Background: an optimization exercise with open tools, aiming at small area. Do not read the settings as production practice. The RTL was checked by simulation tests, not by an equivalence proof against the original design. Power and IR drop assume default switching activity.

`flow/standard.sh`:
```
#!/bin/bash
# synth_recipe.tcl (not shown) runs the flow's synth.tcl, then flattens the netlist and writes it again
# the make line also repeats each setting of config.mk as NAME=value (left out here)
make -C /OpenROAD-flow-scripts/flow DESIGN_CONFIG=/design/flow/config.mk WORK_HOME=/design/flow/orfs CLKGATE_MAP_FILE= SYNTH_SCRIPT=/design/flow/synth_recipe.tcl "${@:-finish}"
```
`flow/design.v`:
```
package ascon_hmac_pkg;
  localparam int WORD_W = 64;
  localparam int HASH_W = 256;
  localparam int HASH_WORDS = HASH_W / WORD_W;
  localparam logic [WORD_W-1:0] IPAD = {8{8'h36}};
  localparam logic [WORD_W-1:0] OPAD = {8{8'h5c}};
endpackage
import ascon_hmac_pkg::*;
module hmac_hold_mux #(
  parameter int W = 64
) (
  input  logic [W-1:0] d,
  input  logic [W-1:0] q,
  input  logic         ld,
  input  logic         hold,
  output logic [W-1:0] y
);
  assign y = (d & {W{ld}}) | (q & {W{hold}});
endmodule
import ascon_hmac_pkg::*;
module ascon_hmac_engine
#(
  parameter int KEY_WORDS = 2,
  parameter int VERIFY_EN = 1,
  parameter int CNT_W     = 16
) (
  input  logic                        clk,
  input  logic                        rst_n,
  input  logic                        hmac_start,
  input  logic                        hmac_abort,
  input  logic [WORD_W*KEY_WORDS-1:0] key_in,
  input  logic [HASH_W-1:0]           tag_in,
  input  logic [WORD_W-1:0]           msg_in,
  input  logic                        msg_valid,
  input  logic                        msg_last,
  output logic                        msg_ready,
  output logic [WORD_W-1:0]           hc_msg,
  output logic                        hc_valid,
  output logic                        hc_start,
  output logic                        hc_last,
  input  logic                        hc_ready,
  input  logic [HASH_W-1:0]           hc_hash,
  input  logic                        hc_done,
  output logic                        hc_abort,
  output logic [HASH_W-1:0]           hmac_out,
  output logic                        hmac_done,
  output logic                        tag_ok,
  output logic                        busy,
  output logic [CNT_W-1:0]            msg_count
);
  localparam logic [3:0] S_IDLE  = 4'd0,
                         S_IK0   = 4'd1,
                         S_IK1   = 4'd2,
                         S_IMSG  = 4'd3,
                         S_IWAIT = 4'd4,
                         S_OK0   = 4'd5,
                         S_OK1   = 4'd6,
                         S_OH0   = 4'd7,
                         S_OH1   = 4'd8,
                         S_OH2   = 4'd9,
                         S_OH3   = 4'd10,
                         S_OWAIT = 4'd11,
                         S_DONE  = 4'd12;
  logic [3:0]       state, state_nx;
  logic [127:0]     key_r;
  logic [HASH_W-1:0] tag_r;
  logic [HASH_W-1:0] inner_r;
  logic s_idle, s_ik0, s_ik1, s_imsg, s_iwait, s_ok0, s_ok1;
  logic s_oh0, s_oh1, s_oh2, s_oh3, s_owait, s_done;
  assign s_idle  = (state == S_IDLE);
  assign s_ik0   = (state == S_IK0);
  assign s_ik1   = (state == S_IK1);
  assign s_imsg  = (state == S_IMSG);
  assign s_iwait = (state == S_IWAIT);
  assign s_ok0   = (state == S_OK0);
  assign s_ok1   = (state == S_OK1);
  assign s_oh0   = (state == S_OH0);
  assign s_oh1   = (state == S_OH1);
  assign s_oh2   = (state == S_OH2);
  assign s_oh3   = (state == S_OH3);
  assign s_owait = (state == S_OWAIT);
  assign s_done  = (state == S_DONE);
  logic fixed_word;   
  assign fixed_word = s_ik0 | s_ik1 | s_ok0 | s_ok1 | s_oh0 | s_oh1 | s_oh2 | s_oh3;
  logic sel_k0, sel_k1, ikey, okey;
  assign sel_k0 = s_ik0 | s_ok0;
  assign sel_k1 = s_ik1 | s_ok1;
  assign ikey   = s_ik0 | s_ik1;
  assign okey   = s_ok0 | s_ok1;
  logic [WORD_W-1:0] key0, key1, kw, kt;
  assign key0 = key_r[127:64];
  assign key1 = key_r[63:0];
  assign kw   = ({WORD_W{sel_k0}} & key0) | ({WORD_W{sel_k1}} & key1);
  for (genvar b = 0; b < WORD_W; b++) begin : g_pad
    if (IPAD[b] == OPAD[b]) begin : g_same
      assign kt[b] = IPAD[b] ? ((sel_k0 & ~key0[b]) | (sel_k1 & ~key1[b])) : kw[b];
    end else begin : g_diff
      assign kt[b] = kw[b] ^ (IPAD[b] ? ikey : okey);
    end
  end
  assign hc_msg = kt
                | ({WORD_W{s_oh0}}  & inner_r[255:192])
                | ({WORD_W{s_oh1}}  & inner_r[191:128])
                | ({WORD_W{s_oh2}}  & inner_r[127:64])
                | ({WORD_W{s_oh3}}  & inner_r[63:0])
                | ({WORD_W{s_imsg}} & msg_in);
  assign hc_valid  = fixed_word | (s_imsg & msg_valid);
  assign hc_start  = s_ik0 | s_ok0;
  assign hc_last   = s_oh3 | (s_imsg & msg_last);
  assign msg_ready = s_imsg & hc_ready;
  assign hmac_done = s_done;
  assign busy      = ~s_idle;
  always_comb begin
    state_nx = state;
    if (hmac_abort) begin
      state_nx = S_IDLE;
    end else begin
      case (state)
        S_IDLE:  if (hmac_start) state_nx = S_IK0;
        S_IMSG:  if (msg_valid && hc_ready && msg_last) state_nx = S_IWAIT;
        S_IWAIT: if (hc_done) state_nx = S_OK0;
        S_OWAIT: if (hc_done) state_nx = S_DONE;
        S_DONE:  state_nx = S_IDLE;
        default: if (hc_ready) state_nx = state + 4'd1;
      endcase
    end
  end
  logic              out_ld;
  logic [HASH_W-1:0] out_d, tag_d, inner_d;
  logic [127:0]      key_d;
  assign out_ld = ~hmac_abort & s_owait & hc_done;
  hmac_hold_mux #(.W(HASH_W)) u_out_mux (
    .d(hc_hash), .q(hmac_out), .ld(out_ld), .hold(~out_ld), .y(out_d));
  hmac_hold_mux #(.W(128)) u_key_mux (
    .d(key_in), .q(key_r), .ld(s_idle), .hold(~s_idle), .y(key_d));
  hmac_hold_mux #(.W(HASH_W)) u_tag_mux (
    .d(tag_in), .q(tag_r), .ld(s_idle), .hold(~s_idle), .y(tag_d));
  hmac_hold_mux #(.W(HASH_W)) u_inner_mux (
    .d(hc_hash), .q(inner_r), .ld(s_iwait), .hold(~s_iwait), .y(inner_d));
  always_ff @(posedge clk or negedge rst_n) begin
    if (!rst_n) begin
      state     <= S_IDLE;
      hmac_out  <= '0;
      tag_ok    <= 1'b0;
      msg_count <= '0;
      hc_abort  <= 1'b0;
    end else begin
      state     <= state_nx;
      hc_abort  <= hmac_abort & ~s_idle & ~s_done;
      hmac_out <= out_d;
      if (out_ld) tag_ok <= (hc_hash == tag_r);
      if (~hmac_abort & s_idle & hmac_start)
        msg_count <= '0;
      else if (~hmac_abort & s_imsg & msg_valid & hc_ready)
        msg_count <= msg_count + CNT_W'(1);
    end
  end
  always_ff @(posedge clk) begin
    key_r   <= key_d;
    tag_r   <= tag_d;
    inner_r <= inner_d;
  end
endmodule
```
`flow/config.mk`:
```
export PLATFORM = sky130hd
export DESIGN_NAME = ascon_hmac_engine
export DESIGN_NICKNAME = ascon_hmac_engine
export VERILOG_FILES = /design/flow/design.v
export SDC_FILE = /design/flow/constraint.sdc
export NUM_CORES = 4
export LEC_CHECK = 0
export CAP_MARGIN = 20
export CORE_MARGIN = 2
export CORE_UTILIZATION = 50
export SLEW_MARGIN = 20
export SYNTH_HIERARCHICAL = 1
export SYNTH_MINIMUM_KEEP_SIZE = 0
```
`flow/flow/run.sh`:
```
#!/bin/bash
# Standard layout (the standard.sh, standard synthesis) with three changes:
#  - a small buffer (buf_1) on every port instead of the resizer's default pick
#    (the resizer may still upsize any that need it);
#  - IO pins allowed one track apart, so that a smaller die fits all 1056 pins;
#  - a clock tree of clkbuf_8 with larger sink clusters and no dummy loads.
set -euo pipefail
export BUFFER_PORTS_ARGS="-buffer_cell sky130_fd_sc_hd__buf_1"
export PLACE_PINS_ARGS="-min_distance 1 -min_distance_in_tracks"
export CTS_ARGS="-sink_clustering_enable -repair_clock_nets -dont_use_dummy_load -buf_list sky130_fd_sc_hd__clkbuf_8 -sink_clustering_size 17 -sink_clustering_max_diameter 100"
bash standard.sh > make_finish.log 2>&1
```
`flow/constraint.sdc`:
```
create_clock -name core_clock -period 7.0 [get_ports {clk}]
set_input_delay 1.4000 -clock core_clock [delete_from_list [all_inputs] [get_ports {clk}]]
set_output_delay 1.4000 -clock core_clock [all_outputs]
set_load 0.01 [all_outputs]
```
==> impl_results.md, run 1 <==
- Fmax achieved: 191.6 MHz
- Non-filler instance count after layout: 4776
- Count of state elements after synthesis: 918
- Clk slew on worst S/H paths: 0.11 ns
- Post-route ant nets: 0
- Initial core utilization: 50.42%
- First-pass GRT wire length: 228500 um
- Syn_area_per_cell: 12.41 um^2
- R2r worst-path depth: 7
- Asr flop ratio synth: 30.28%
- Arrival time at the worst endpoint: 3.82 ns
- Netlist cell types: 46
- Clk sink count: 918
- Reg-to-reg endpoint: tag_r[70]
- DRT Pass-1 Iters: 7
- Area Overhead vs Synth: 13.21%
- FP Rows: 97
- Synth Area in Compound Gates: 27.38%
- Largest net degree at the start of global routing: 191
- CTS Buf Count: 59
- Number of remaining DRC errors: 0
- CTS tree: yes
- Initial DRC count: 4779
- Post-DP HPWL: 123400 um
- Post-Synth Adder-Cell Area: 0.1772%
- Status: finished clean
- Final min period: 5.218 ns
- Vias in the first global route: 29769
- Total Nets Final: 4450
- Power per Cell Area: 458.3 nW/um^2
- Max-cap viol count: 0
- Hold Crit Class: flop to flop
- XOR/XNOR Fraction of Synth Area: 7.293%
- Post-Synth Simple-Gate Area: 3.572%
- Worst Max-Slew Pin Slew: 1.274 ns
- H-Tree Level Count: 2
- I/O Buffers: 1055
- CP Launch Point: state[3]
- Layout cells sized above 1: 2.707%
- Lkg Pwr: 16.52 nW
- Worst Path Required: 5.60 ns
- Post-synthesis mux area share: 0.02835%
- Final instance area: 39970 um^2
- Launch point of the worst reg-to-reg path: state[0]
- Antenna violations before repair: 116
- Core Box Area: 70030 um^2
- Predominant post-synthesis flop cell: dfxtp_1
- Via count: 31516
- IO Pins: 1056
- Sequential fraction of the synthesis area: 55.99%
- # Post-CTS Setup Buffers: 0
- Hold_ws: 0.4839 ns
- Inst Count DP: 4611
- Synth warn: 7
- Die area: 72750 um^2
- CP Launch Type: flop
- Critical path class: flop to primary output
- DIE WIDTH: 269.7 um
- Post-synthesis cell area: 35310 um^2
- Skew-Pair Late Insertion Delay: 0.76 ns
- Largest family of logic cells by synthesized area: compound AO/OA/AOI/OAI gates
- Final setup violation count: 0
- Peak VDD IR: 1.079 mV
- Clk_skew: 0.03080 ns
- Setup_tns: 0 ns
- Post-synth EDFFs: 0
- GRT Total Usage: 44.03%
- CP Capture Point: hc_msg[30]
- Post-CTS Hold Fix Bufs: 0
- Final Wtd Congestion: 1.050
- Post-synthesis cell count: 2845
- DIE HEIGHT: 269.7 um
- Synthesized Nets: 3562
- Final wirelength: 166800 um
- CP Capture Type: primary output
- Area post-placement: 38860 um^2
- Post-route clock period utilization: 74.55%
- Longest Clk Path Bufs: 3
- RSZ-0062 raised after global routing: false
- Worst-path maximum fanout: 49
- WL/cell: 34.91 um
- Post-CTS Resized: 0
- Slew Limit Fails: 0
- Reg2reg setup slack: 3.19 ns
- Vias per inst: 6.599
- Filler cell count: 6237
- Relative slew slack: 15.09%
- Gr ovfl total: 0
- Hold Fails Final Rpt: 0
- Clock root cell: clkbuf_8
synthesized netlist by cell type, types with 9 or more instances:
| cell type | n | share of area (%) |
|---|---|---|
| o21ai_0 | 9 | 0.13 |
| a22o_1 | 897 | 22 |
| a222oi_1 | 48 | 1.4 |
| nand4_1 | 35 | 0.62 |
| buf_1 | 9 | 0.096 |
| a22oi_1 | 130 | 2.8 |
| buf_4 | 88 | 1.9 |
| nor2_1 | 18 | 0.19 |
| nand2_1 | 12 | 0.13 |
| nor4_1 | 48 | 0.85 |
| a21oi_1 | 19 | 0.27 |
| buf_6 | 74 | 2.4 |
| inv_1 | 17 | 0.18 |
| clkbuf_1 | 46 | 0.49 |
| xor2_1 | 190 | 4.7 |
| dfrtp_1 | 278 | 20 |
| nand3_1 | 72 | 1.0 |
| o22ai_1 | 21 | 0.37 |
| xnor2_1 | 104 | 2.6 |
| buf_2 | 33 | 0.47 |
| dfxtp_1 | 640 | 36 |
cell families after synthesis:
group                    after synthesis
AO/OA/AOI/OAI                       1135
XOR/XNOR                             294
adder cells (fa/ha/maj)                5
buffers and inverters                269
flip-flops                           918
multiplexers                           1
AND/OR/NAND/NOR                      223
critical path, stage by stage (launching register included):
cell      delay [ns]
dfrtp_1         0.65
nand2b_1        0.26
buf_4           0.23
inv_2           0.93
a22oi_1         0.25
xnor2_1         0.21
nand3_1         0.10
buf_1           0.39
layout by cell type (no fill, tap or decap), types with 4 or more instances in the layout:
cell type,count
dfrtp_1,278
buf_4,17
or3_1,4
nand3_1,72
nor2_1,17
buf_12,5
nand4_1,35
inv_1,13
xor2_1,190
buf_1,1054
a22o_1,897
and3_1,5
diode_2,105
xnor2_1,104
clkbuf_8,59
nand2b_1,4
a21oi_1,19
a22oi_1,130
ha_1,5
dfxtp_1,640
o22ai_1,21
a222oi_1,48
nand2_1,12
nor4_1,47
nor3_1,5
o21ai_0,9
metal layers:
layer | up-vias | global-route usage, % | wire (um)
met3 | 543 | 16.80 | 21490
met5 | - | 0.3947 | 335
met1 | 15573 | 55.22 | 61930
met4 | 50 | 30.61 | 13550
li1 | 12842 | - | -
met2 | 2508 | 62.40 | 69440
where the power goes:
part	leakage (nW)	internal (mW)	switching (mW)
combinational	6.85	2.80	4.56
clock	0.425	0.754	1.70
sequential	9.24	7.07	1.45
state kept, by name, indices dropped and copies added, names as in the netlist:
name       cells
inner_r      256
tag_r        256
msg_count     16
key_r        128
hc_abort       1
state          4
tag_ok         1
hmac_out     256
how the worst min path moves through the flow:
stage                             from      endpoint  cells after the start
after floorplan           inner_r[128]  inner_r[128]                      1
after global placement    inner_r[169]  inner_r[169]                      1
after detailed placement  inner_r[149]  inner_r[149]                      1
after CTS                    key_r[28]     key_r[28]                      1
after global routing      inner_r[173]  inner_r[173]                      1
final                       key_r[111]    key_r[111]                      1
metrics by stage:
stage / worst slack (ns) / utilization, % / power [mW]
floorplan: 3.669 / - / 13.07
detailed placement: 2.790 / 55.49 / 15.54
CTS: 1.973 / 56.65 / 17.95
finish: 1.782 / 57.07 / 18.32
global route: 1.769 / 56.94 / 18.86
global placement: 2.916 / 55.48 / 15.42
cell type report:
type | count | area, um^2 | area share (%)
Sequential cell | 918 | 19770 | 49.46
Antenna cell | 105 | 262.8 | 0.6574
Inverter | 17 | 91.34 | 0.2285
Timing Repair Buffer | 1079 | 4230 | 10.58
Tap cell | 940 | 1176 | 2.943
Clock buffer | 59 | 812.0 | 2.032
Multi-Input combinational cell | 1658 | 13630 | 34.09
==> run 2, diff against run 1 <==
--- a/flow/flow/run.sh
+++ b/flow/flow/run.sh
@@ -7,5 +7,5 @@
 set -euo pipefail
 export BUFFER_PORTS_ARGS="-buffer_cell sky130_fd_sc_hd__buf_1"
 export PLACE_PINS_ARGS="-min_distance 1 -min_distance_in_tracks"
-export CTS_ARGS="-sink_clustering_enable -repair_clock_nets -dont_use_dummy_load -buf_list sky130_fd_sc_hd__clkbuf_8 -sink_clustering_size 17 -sink_clustering_max_diameter 100"
+export CTS_ARGS="-sink_clustering_enable -repair_clock_nets -dont_use_dummy_load -buf_list sky130_fd_sc_hd__clkbuf_8 -sink_clustering_size 16 -sink_clustering_max_diameter 100"
 bash standard.sh > make_finish.log 2>&1
==> impl_results.md, run 2 <==
- Relative slew slack: 17.14% (was 15.09%)
- Predominant post-synthesis flop cell: dfxtp_1 (unchanged)
- Synthesized Nets: 3562 (unchanged)
- Largest net degree at the start of global routing: 191 (unchanged)
- Hold_ws: 0.4810 ns (was 0.4839 ns)
- Worst-path maximum fanout: 49 (unchanged)
- H-Tree Level Count: 3 (was 2)
- Longest Clk Path Bufs: 3 (unchanged)
- Post-route clock period utilization: 73.56% (was 74.55%)
- Post-route ant nets: 0 (unchanged)
- Worst Max-Slew Pin Slew: 1.243 ns (was 1.274 ns)
- Final wirelength: 167800 um (was 166800 um)
- CP Cell Sequence: nand2b_1 > buf_4 > inv_2 > a22oi_1 > xor2_1 > nand3_1 > buf_1 (was nand2b_1 > buf_4 > inv_2 > a22oi_1 > xnor2_1 > nand3_1 > buf_1)
- CTS tree: yes (unchanged)
- Worst min-delay path startpoint: key_r[111] (unchanged)
- Post-CTS Hold Fix Bufs: 0 (unchanged)
- Slew Limit Fails: 0 (unchanged)
- Post-Place Worst Slack: 2.790 ns (unchanged)
- Most common cell after layout, fill and taps aside: buf_1 (unchanged)
- Sequential fraction of the synthesis area: 55.99% (unchanged)
- Final min period: 5.149 ns (was 5.218 ns)
- Inst Count DP: 4611 (unchanged)
- DIE WIDTH: 269.7 um (unchanged)
- Non-filler instance count after layout: 4777 (was 4776)
- Area Overhead vs Synth: 13.47% (was 13.21%)
- DIE HEIGHT: 269.7 um (unchanged)
- Via count: 31637 (was 31516)
- Fmax achieved: 194.2 MHz (was 191.6 MHz)
- Lkg Pwr: 16.58 nW (was 16.52 nW)
- Synth area leader: dfxtp_1 (unchanged)
- Arrival time at the worst endpoint: 3.75 ns (was 3.82 ns)
- Layout cells sized above 1: 2.915% (was 2.707%)
- Hold Fails Final Rpt: 0 (unchanged)
- Final Wtd Congestion: 1.050 (unchanged)
- Vias per inst: 6.623 (was 6.599)
- Count of state elements after synthesis: 918 (unchanged)
- Count leader, synth: a22o_1 (unchanged)
- Critical path class: flop to primary output (unchanged)
- Clk slew on worst S/H paths: 0.10 ns (was 0.11 ns)
- Die area: 72750 um^2 (unchanged)
- Clock root cell: clkbuf_8 (unchanged)
- Post-synthesis cell area: 35310 um^2 (unchanged)
- # Post-CTS Setup Buffers: 0 (unchanged)
- I/O Buffers: 1055 (unchanged)
- Skew-Pair Late Insertion Delay: 0.70 ns (was 0.76 ns)
- DRT Pass-1 Iters: 9 (was 7)
- Synth warn: 7 (unchanged)
- Syn_area_per_cell: 12.41 um^2 (unchanged)
- Power per Cell Area: 461.5 nW/um^2 (was 458.3 nW/um^2)
- Asr flop ratio synth: 30.28% (unchanged)
- RSZ-0062 raised after global routing: false (unchanged)
- Total Nets Final: 4458 (was 4450)
- GRT Total Usage: 44.26% (was 44.03%)
- Final setup violation count: 0 (unchanged)
- Peak VDD IR: 0.9775 mV (was 1.079 mV)
- Commonest cells after routing, fill and taps aside: buf_1, a22o_1, dfxtp_1, dfrtp_1, xor2_1 (unchanged)
- CP Capture Type: primary output (unchanged)
- CP peak stage delay: 0.90 ns (was 0.93 ns)
- Initial DRC count: 4963 (was 4779)
- Top-area cell type share of the netlist area: 36.29% (unchanged)
- Post-synthesis cell count: 2845 (unchanged)
- Clk sink count: 918 (unchanged)
- Number of remaining DRC errors: 0 (unchanged)
- FP Rows: 97 (unchanged)
- Launch point of the worst reg-to-reg path: state[0] (unchanged)
- CP Launch Point: state[3] (unchanged)
- Top area cells in the synthesized netlist: dfxtp_1, a22o_1, dfrtp_1 (unchanged)
- Setup WS post-layout: 1.851 ns (was 1.782 ns)
- Initial core utilization: 50.42% (unchanged)
- Post-synth EDFFs: 0 (unchanged)
- Worst Path Required: 5.60 ns (about the same)
- Clk_skew: 0.04290 ns (was 0.03080 ns)
- WL/cell: 35.13 um (was 34.91 um)
- CTS Buf Count: 67 (was 59)
- Vias in the first global route: 29871 (was 29769)
- Synth top cells by count: a22o_1, dfxtp_1, dfrtp_1 (unchanged)
- Antenna violations before repair: 115 (was 116)
- Setup_tns: 0 ns (unchanged)
- Top flop regs: hmac_out (256), inner_r (256), tag_r (256) (unchanged)
- Post-DP HPWL: 123400 um (unchanged)
- CP Launch Type: flop (unchanged)
- Post-CTS Resized: 0 (unchanged)
- Core Box Area: 70030 um^2 (unchanged)
- Netlist cell types: 46 (unchanged)
- Status: finished clean (unchanged)
- IO Pins: 1056 (unchanged)
- Gr ovfl total: 0 (unchanged)
- Max-cap viol count: 0 (unchanged)
- First-pass GRT wire length: 229400 um (was 228500 um)
- Filler cell count: 6253 (was 6237)
- Hold Crit Class: flop to flop (unchanged)
- Critical-path top delay cell: inv_2 (unchanged)
run 2: cell types whose count changed in the layout (fill, tap and decap cells not counted):
cell and change:
clkbuf_8 +8, diode_2 -7
run 2: cell families (layout without fill, tap and decap cells):
group                      Yosys count  after routing  synth area share [%]
other                                0             98                     0
AOI/OAI and AO/OA                 1135           1135                 27.38
xor gates and xnor gates           294            294                 7.293
muxes                                1              1               0.02835
and+or+nand+nor                    223            223                 3.572
buffers and inverters              269           1163                 5.550
adders and majority gates            5              5                0.1772
DFF                                918            918                 55.99
run 2: worst paths after layout:
path	slack, ns	cells after the start	end
setup / recovery	1.85	7	hc_msg[33]
hold / removal	0.48	1	key_r[111]
max in group asynchronous	5.19	2	hmac_out[74]
setup reg to reg	3.24	7	tag_r[206]
hold reg to reg	0.48	1	key_r[111]
min in group asynchronous	0.58	1	hmac_out[111]
run 2: routing by layer:
layer	up-vias	routed length (um)	global-route usage [%]
li1	12856	-	-
met4	56	13740	32.09
met1	15634	62550	55.44
met5	-	527	1.579
met2	2527	69400	62.17
met3	564	21620	16.73
run 2: cell type report:
cell class	count	area [um^2]	area share [%]
timing repair buffer	1079	4230	10.56
multi-input combinational	1658	13630	34.02
tap	940	1176	2.936
sequential	918	19770	49.35
antenna	98	245.2	0.6122
clock buffer	67	922.1	2.302
inverter	17	91.34	0.2280
run 2: critical path: cells and delay by family (launching register included):
family,cells,cell delay (ns)
buffers and inverters,3,1.53
xor gates and xnor gates,1,0.23
AOI/OAI and AO/OA,1,0.21
and+or+nand+nor,2,0.38
DFF,1,0.65
run 2: stage by stage:
stage	power [mW]	utilization, %	cell area (um^2)
final	18.49	57.21	40060
after global routing	19.03	57.09	39980
after CTS	18.10	56.80	39780
after detailed placement	15.54	55.49	38860
after global placement	15.42	55.48	38850
after floorplan	13.07	-	35310
run 2: report_power, final:
group | internal, mW | total (mW) | switching [mW]
clock network | 0.866 | 2.60 | 1.73
logic | 2.80 | 7.38 | 4.58
registers | 7.07 | 8.52 | 1.45
total | 10.7 | 18.5 | 7.76
==> run 3, diff against run 2 <==
--- a/flow/design.v
+++ b/flow/design.v
@@ -16,6 +16,17 @@
   output logic [W-1:0] y
 );
   assign y = (d & {W{ld}}) | (q & {W{hold}});
+endmodule
+module hmac_hold_muxn #(
+  parameter int W = 64
+) (
+  input  logic [W-1:0] d,
+  input  logic [W-1:0] q,
+  input  logic         ld,
+  input  logic         hold,
+  output logic [W-1:0] y
+);
+  assign y = ~((d & {W{ld}}) | (q & {W{hold}}));
 endmodule
 import ascon_hmac_pkg::*;
 module ascon_hmac_engine
@@ -129,7 +140,10 @@
   logic [HASH_W-1:0] out_d, tag_d, inner_d;
   logic [127:0]      key_d;
   assign out_ld = ~hmac_abort & s_owait & hc_done;
-  hmac_hold_mux #(.W(HASH_W)) u_out_mux (
+  logic [HASH_W-1:0] hmac_out_n;
+  logic              out_blank;
+  assign hmac_out = ~(hmac_out_n | {HASH_W{out_blank}});
+  hmac_hold_muxn #(.W(HASH_W)) u_out_mux (
     .d(hc_hash), .q(hmac_out), .ld(out_ld), .hold(~out_ld), .y(out_d));
   hmac_hold_mux #(.W(128)) u_key_mux (
     .d(key_in), .q(key_r), .ld(s_idle), .hold(~s_idle), .y(key_d));
@@ -140,14 +154,14 @@
   always_ff @(posedge clk or negedge rst_n) begin
     if (!rst_n) begin
       state     <= S_IDLE;
-      hmac_out  <= '0;
+      out_blank <= 1'b1;
       tag_ok    <= 1'b0;
       msg_count <= '0;
       hc_abort  <= 1'b0;
     end else begin
       state     <= state_nx;
       hc_abort  <= hmac_abort & ~s_idle & ~s_done;
-      hmac_out <= out_d;
+      if (out_ld) out_blank <= 1'b0;
       if (out_ld) tag_ok <= (hc_hash == tag_r);
       if (~hmac_abort & s_idle & hmac_start)
         msg_count <= '0;
@@ -159,5 +173,6 @@
     key_r   <= key_d;
     tag_r   <= tag_d;
     inner_r <= inner_d;
+    hmac_out_n <= out_d;
   end
 endmodule
==> impl_results.md, run 3 <==
- Vias per inst: 6.514 (was 6.623)
- Hold_ws: 0.4808 ns (was 0.4810 ns)
- Inst Count DP: 4860 (was 4611)
- Peak VDD IR: 0.6944 mV (was 0.9775 mV)
- Gr ovfl total: 0 (unchanged)
- Sequential fraction of the synthesis area: 52.92% (was 55.99%)
- Worst Path Required: 5.60 ns (about the same)
- Layout cells sized above 1: 3.027% (was 2.915%)
- Synthesized Nets: 3846 (was 3562)
- Non-filler instance count after layout: 5019 (was 4777)
- I/O Buffers: 1055 (unchanged)
- DRT Pass-1 Iters: 8 (was 9)
- Lkg Pwr: 15.12 nW (was 16.58 nW)
- Netlist cell types: 51 (was 46)
- CTS Buf Count: 67 (unchanged)
- Count of state elements after synthesis: 919 (was 918)
- Slew Limit Fails: 0 (unchanged)
- Hold Fails Final Rpt: 0 (unchanged)
- Synth area leader: dfxtp_1 (unchanged)
- Worst Max-Slew Pin Slew: 1.217 ns (was 1.243 ns)
- Post-route ant nets: 0 (unchanged)
- Setup_tns: 0 ns (unchanged)
- CP Capture Type: primary output (unchanged)
- FP Rows: 96 (was 97)
- Antenna violations before repair: 93 (was 115)
- Vias in the first global route: 29702 (was 29871)
- CTS tree: yes (unchanged)
- Metal-1 WL: 66300 um (was 62550 um)
- Syn_area_per_cell: 11.18 um^2 (was 12.41 um^2)
- Post-CTS Hold Fix Bufs: 0 (unchanged)
- Hold endpoint: inner_r[7] (was key_r[111])
- Reg-to-reg endpoint: tag_r[252] (was tag_r[206])
- Clk slew on worst S/H paths: 0.10 ns (about the same)
- Post-route clock period utilization: 73.19% (was 73.56%)
- Tot Pwr: 18.79 mW (was 18.49 mW)
- Final setup violation count: 0 (unchanged)
- WL/cell: 32.97 um (was 35.13 um)
- Die area: 72100 um^2 (was 72750 um^2)
- Post-CTS Resized: 0 (unchanged)
- Post-DP HPWL: 122700 um (was 123400 um)
- First-pass GRT wire length: 222700 um (was 229400 um)
- Longest Clk Path Bufs: 3 (unchanged)
- Final min period: 5.123 ns (was 5.149 ns)
- Post-synthesis cell area: 34980 um^2 (was 35310 um^2)
- Clock root cell: clkbuf_8 (unchanged)
- Relative slew slack: 18.12% (was 17.14%)
- Setup WS post-layout: 1.877 ns (was 1.851 ns)
- Total Nets Final: 4716 (was 4458)
- Top-area cell type share of the netlist area: 51.27% (was 36.29%)
- Core Util, Final: 57.25% (was 57.21%)
- Most common cell after layout, fill and taps aside: buf_1 (unchanged)
- Filler cell count: 6273 (was 6253)
- Arrival time at the worst endpoint: 3.72 ns (was 3.75 ns)
- Status: finished clean (unchanged)
- Launch point of the worst reg-to-reg path: state[2] (was state[0])
- # Post-CTS Setup Buffers: 0 (unchanged)
- Reg area: 18520 um^2 (was 19770 um^2)
- Reg2reg setup slack: 3.31 ns (was 3.24 ns)
- Top flop regs: hmac_out_n (256), inner_r (256), tag_r (256) (was hmac_out (256), inner_r (256), tag_r (256))
- Worst-path maximum fanout: 36 (was 49)
- R2r worst-path depth: 5 (was 7)
- Final wirelength: 165500 um (was 167800 um)
- Number of remaining DRC errors: 0 (unchanged)
- Worst min-delay path startpoint: inner_r[7] (was key_r[111])
- DIE HEIGHT: 268.5 um (was 269.7 um)
- Area Overhead vs Synth: 12.82% (was 13.47%)
- Fmax achieved: 195.2 MHz (was 194.2 MHz)
- DIE WIDTH: 268.5 um (was 269.7 um)
- Clk_skew: 0.06381 ns (was 0.04290 ns)
- Post-Place Worst Slack: 2.786 ns (was 2.790 ns)
- RSZ-0062 raised after global routing: false (unchanged)
- Top Layer Used: met5 (unchanged)
- Via count: 32696 (was 31637)
- Max-cap viol count: 0 (unchanged)
- GRT Total Usage: 43.51% (was 44.26%)
- Synth top cells by count: dfxtp_1, a22o_1, a22oi_1 (was a22o_1, dfxtp_1, dfrtp_1)
- Area post-placement: 38310 um^2 (was 38860 um^2)
- Initial core utilization: 50.74% (was 50.42%)
- Post-synth EDFFs: 0 (unchanged)
- IO Pins: 1056 (unchanged)
- Commonest cells after routing, fill and taps aside: buf_1, dfxtp_1, a22o_1, a22oi_1, nor2_1 (was buf_1, a22o_1, dfxtp_1, dfrtp_1, xor2_1)
- Routed length on met2: 65690 um (was 69400 um)
- Final instance area: 39470 um^2 (was 40060 um^2)
- Core Box Area: 68950 um^2 (was 70030 um^2)
- Count leader, synth: dfxtp_1 (was a22o_1)
- Clk sink count: 919 (was 918)
- Top area cells in the synthesized netlist: dfxtp_1, a22o_1, a22oi_1 (was dfxtp_1, a22o_1, dfrtp_1)
- Initial DRC count: 5073 (was 4963)
- DR WL met3: 22600 um (was 21620 um)
- H-Tree Level Count: 3 (unchanged)
- Post-synthesis cell count: 3129 (was 2845)
- Predominant post-synthesis flop cell: dfxtp_1 (unchanged)
- Largest net degree at the start of global routing: 223 (was 191)
- Hold path cells: 1 (unchanged)
- Critical path class: flop to primary output (unchanged)
- Power per Cell Area: 476.0 nW/um^2 (was 461.5 nW/um^2)
- Hold Crit Class: flop to flop (unchanged)
- Final Wtd Congestion: 1.134 (was 1.050)
- CP Launch Type: flop (unchanged)
- Synth warn: 7 (unchanged)
- Skew-Pair Late Insertion Delay: 0.70 ns (about the same)
- Area taken by multi-input logic gates: 14330 um^2 (was 13630 um^2)
- Asr flop ratio synth: 2.503% (was 30.28%)
## run 3: worst max path at each step
stage | start | endpoint | cells past startpoint | slack [ns]
floorplan | msg_in[13] | hc_msg[13] | 2 | 3.76
global placement | msg_in[57] | hc_msg[57] | 4 | 2.83
detailed placement | state[0] | hc_msg[61] | 8 | 2.79
CTS | state[0] | hc_msg[61] | 8 | 2.04
global route | state[3] | hc_msg[39] | 6 | 1.90
finish | state[3] | hc_msg[45] | 6 | 1.88
## run 3: power by group
group	total (mW)	internal, mW	leakage, nW	switching, mW
Clock	2.59	0.867	0.482	1.72
Sequential	8.79	7.19	7.75	1.60
Combinational	7.41	2.95	6.89	4.46
## run 3: cell families after synthesis
group                    count (synthesis)  share of synthesized area [%]
AO/OA/AOI/OAI                         1136                          26.84
XOR/XNOR                               296                          7.411
adder cells (fa/ha/maj)                  5                         0.1788
buffers and inverters                  294                          6.302
flip-flops                             919                          52.92
multiplexers                             1                        0.02861
AND/OR/NAND/NOR                        478                          6.320
## run 3: cell type report
| cell class | count | share of cell area [%] |
|---|---|---|
| tap | 931 | 2.951 |
| inverter | 14 | 0.1902 |
| timing repair buffer | 1081 | 10.72 |
| clock buffer | 67 | 2.336 |
| antenna | 91 | 0.5770 |
| multi-input combinational | 1916 | 36.31 |
| sequential | 919 | 46.92 |
## run 3: metal layers
| layer | GRT usage [%] | vias up |
|---|---|---|
| li1 | - | 13656 |
| met1 | 59.24 | 16053 |
| met2 | 58.85 | 2495 |
| met3 | 16.33 | 452 |
| met4 | 24.22 | 40 |
| met5 | 0 | - |
## run 3: worst max-delay path, cell delays in order, from the launching register on
cell and delay (ns):
dfrtp_1 0.70, inv_2 0.21, and3_4 0.44, buf_4 0.39, a222oi_1 0.85, nand3_1 0.18, buf_1 0.19
==> run 4, diff against run 3 <==
--- a/flow/flow/run.sh
+++ b/flow/flow/run.sh
@@ -7,5 +7,5 @@
 set -euo pipefail
 export BUFFER_PORTS_ARGS="-buffer_cell sky130_fd_sc_hd__buf_1"
 export PLACE_PINS_ARGS="-min_distance 1 -min_distance_in_tracks"
-export CTS_ARGS="-sink_clustering_enable -repair_clock_nets -dont_use_dummy_load -buf_list sky130_fd_sc_hd__clkbuf_8 -sink_clustering_size 16 -sink_clustering_max_diameter 100"
+export CTS_ARGS="-sink_clustering_enable -repair_clock_nets -dont_use_dummy_load -buf_list sky130_fd_sc_hd__clkbuf_8 -sink_clustering_size 15 -sink_clustering_max_diameter 100"
 bash standard.sh > make_finish.log 2>&1
==> impl_results.md, run 4 <==
- I/O Buffers: 1055 (unchanged)
- Worst Path Required: 5.60 ns (about the same)
- First-pass GRT wire length: 223000 um (was 222700 um)
- WL/cell: 32.97 um (about the same)
- Slew Limit Fails: 0 (unchanged)
- Internal: 11.08 mW (was 11.01 mW)
- Worst-path maximum fanout: 36 (unchanged)
- Post-CTS Resized: 0 (unchanged)
- Largest net degree at the start of global routing: 223 (unchanged)
- Area Overhead vs Synth: 13.09% (was 12.82%)
- Reg area: 18520 um^2 (unchanged)
- Tot Pwr: 18.87 mW (was 18.79 mW)
- Vias in the first global route: 29810 (was 29702)
- Predominant post-synthesis flop cell: dfxtp_1 (unchanged)
- DRT Pass-1 Iters: 8 (unchanged)
- Top area cells in the synthesized netlist: dfxtp_1, a22o_1, a22oi_1 (unchanged)
- Peak VDD IR: 0.7441 mV (was 0.6944 mV)
- CP Capture Type: primary output (unchanged)
- Arrival time at the worst endpoint: 3.74 ns (was 3.72 ns)
- Clk slew on worst S/H paths: 0.10 ns (about the same)
- DIE HEIGHT: 268.5 um (unchanged)
- Die area: 72100 um^2 (unchanged)
- Filler cell count: 6280 (was 6273)
- Final min period: 5.141 ns (was 5.123 ns)
- GRT Total Usage: 43.52% (was 43.51%)
- Max-cap viol count: 0 (unchanged)
- Hold Fails Final Rpt: 0 (unchanged)
- GR peak layer: met1 (unchanged)
- Longest Clk Path Bufs: 3 (unchanged)
- Hold_ws: 0.4800 ns (was 0.4808 ns)
- Most common cell after layout, fill and taps aside: buf_1 (unchanged)
- Lkg Pwr: 15.16 nW (was 15.12 nW)
- Layout cells sized above 1: 3.148% (was 3.027%)
- Commonest cells after routing, fill and taps aside: buf_1, dfxtp_1, a22o_1, a22oi_1, nor2_1 (unchanged)
- Skew-Pair Late Insertion Delay: 0.70 ns (about the same)
- Initial core utilization: 50.74% (unchanged)
- Post-synthesis cell area: 34980 um^2 (unchanged)
- RSZ-0062 raised after global routing: false (unchanged)
- GRT met3 Usage: 15.92% (was 16.33%)
- Fmax achieved: 194.5 MHz (was 195.2 MHz)
- Inst Count DP: 4860 (unchanged)
- Setup_tns: 0 ns (unchanged)
- Count leader, synth: dfxtp_1 (unchanged)
- Netlist cell types: 51 (unchanged)
- R2r worst-path depth: 5 (unchanged)
- Number of remaining DRC errors: 0 (unchanged)
- # Post-CTS Setup Buffers: 0 (unchanged)
- Area taken by multi-input logic gates: 14330 um^2 (unchanged)
- Worst Max-Slew Pin Slew: 1.156 ns (was 1.217 ns)
- Area post-placement: 38310 um^2 (unchanged)
- Asr flop ratio synth: 2.503% (unchanged)
- Sw Pwr: 7.791 mW (was 7.774 mW)
- Initial DRC count: 5196 (was 5073)
- Critical path class: flop to primary output (unchanged)
- IO Pins: 1056 (unchanged)
- Power per Cell Area: 477.0 nW/um^2 (was 476.0 nW/um^2)
- Gr ovfl total: 0 (unchanged)
- CP Launch Type: flop (unchanged)
- Status: finished clean (unchanged)
- Clk_skew: 0.05821 ns (was 0.06381 ns)
- Synth warn: 7 (unchanged)
- Via count: 32913 (was 32696)
- Synth top cells by count: dfxtp_1, a22o_1, a22oi_1 (unchanged)
- Vias per inst: 6.546 (was 6.514)
- Met1 GRT Util: 59.28% (was 59.24%)
- Final instance area: 39560 um^2 (was 39470 um^2)
- Reg2reg setup slack: 3.32 ns (was 3.31 ns)
- Final setup violation count: 0 (unchanged)
- FP Rows: 96 (unchanged)
- Final wirelength: 165800 um (was 165500 um)
- Synthesized Nets: 3846 (unchanged)
- Relative slew slack: 22.95% (was 18.12%)
- Post-synthesis cell count: 3129 (unchanged)
- Clk sink count: 919 (unchanged)
- CTS Buf Count: 71 (was 67)
- Hold Crit Class: flop to flop (unchanged)
- Top-area cell type share of the netlist area: 51.27% (unchanged)
- Antenna violations before repair: 95 (was 93)
- Post-DP HPWL: 122700 um (unchanged)
- Top flop regs: hmac_out_n (256), inner_r (256), tag_r (256) (unchanged)
- Sw Ratio: 41.29% (was 41.38%)
- Core Box Area: 68950 um^2 (unchanged)
- Count of state elements after synthesis: 919 (unchanged)
- Post-CTS Hold Fix Bufs: 0 (unchanged)
- Sequential power share: 46.6% (was 46.8%)
- H-Tree Level Count: 3 (unchanged)
- CTS tree: yes (unchanged)
- Non-filler instance count after layout: 5028 (was 5019)
- Post-synth EDFFs: 0 (unchanged)
- Comb pwr share: 39.4% (was 39.5%)
- Total Nets Final: 4721 (was 4716)
- Clock root cell: clkbuf_8 (unchanged)
- Hold path cells: 1 (unchanged)
- Sequential fraction of the synthesis area: 52.92% (unchanged)
- Post-route clock period utilization: 73.45% (was 73.19%)
- Post-route ant nets: 0 (unchanged)
- Synth area leader: dfxtp_1 (unchanged)
- Final Wtd Congestion: 1.134 (unchanged)
- DIE WIDTH: 268.5 um (unchanged)
- Met2 usage: 59.11% (was 58.85%)
- Clock power frac: 14.0% (was 13.8%)
- Syn_area_per_cell: 11.18 um^2 (unchanged)
-- run 4: cell count changes in the layout (fill, tap and decap cells not counted), sizes merged --
cell    change
clkbuf      +4
diode       +4
buf         +1
-- run 4: cell type report --
class / count / share of cell area, %
sequential: 919 / 46.81
multi-input combinational: 1916 / 36.22
timing repair buffer: 1082 / 10.76
tap: 931 / 2.944
clock buffer: 71 / 2.470
antenna: 95 / 0.6009
inverter: 14 / 0.1898
-- run 4: routing by layer --
metal	routed length, um	vias to the layer above	part of all wire [%]
met1	65950	16119	40
met4	10740	44	6.5
met2	65770	2578	40
met3	22890	494	14
met5	442	-	0.27
li1	-	13678	-
-- run 4: power groups by stage --
stage / logic [mW] / clock network (mW) / registers [mW]
CTS: 7.18 / 2.64 / 8.66
global route: 7.71 / 2.81 / 8.90
global placement: 7.00 / 0 / 8.80
floorplan: 5.30 / 0 / 8.14
detailed placement: 7.12 / 0 / 8.77
finish: 7.44 / 2.64 / 8.79
-- run 4: critical path, cell delays in order (launching register included) --
cell      delay (ns)
dfrtp_1         0.70
inv_2           0.21
and3_4          0.44
buf_4           0.39
a222oi_1        0.88
nand3_1         0.18
buf_1           0.20
-- run 4: through the flow --
step                setup slack [ns]  util [%]
finish                         1.859     57.38
global route                   1.866     57.25
CTS                            2.045     56.99
detailed placement             2.786     55.57
global placement               2.835     55.57
floorplan                      3.759         -
-- run 4: cells by family after synthesis --
logic type	after synthesis	synth area share, %
muxes	1	0.02861
xor gates and xnor gates	296	7.411
DFF	919	52.92
buffers and inverters	294	6.302
and+or+nand+nor	478	6.320
adders and majority gates	5	0.1788
AOI/OAI and AO/OA	1136	26.84
-- run 4: worst paths after layout --
check,from,to
max in group asynchronous,rst_n,out_blank
worst min register to register,inner_r[7],inner_r[7]
worst max register to register,state[2],tag_r[244]
worst max-delay path,state[3],hc_msg[45]
worst min-delay path,inner_r[7],inner_r[7]
min in group asynchronous,rst_n,tag_ok

## re-timing with driven ports
How much do the figures lean on ideal ports? The routed layouts below were timed once more, with nothing changed but the port constraints.
Step 1, drivers: a clkbuf_16 drives clk and a buf_2 each remaining input, both assumed.
Step 2 times the ports against the registers' clock, not the clock port: input delays grow and output delays shrink by t, the midpoint of the rising clock arrivals with the driver on.
Three values: no drivers, after step 1, after step 2; two values: the first two.
run	t (ns)	setup slack, ns	latest minus earliest clock arrival (ns)
run 1	0.810	1.782 / 1.713 / 2.523	0.033 / 0.033
run 2	0.731	1.851 / 1.780 / 2.511	0.082 / 0.082
run 3	0.735	1.877 / 1.809 / 2.544	0.064 / 0.064
run 4	0.728	1.859 / 1.791 / 2.518	0.073 / 0.073
After both steps setup and hold are still met in every run listed.
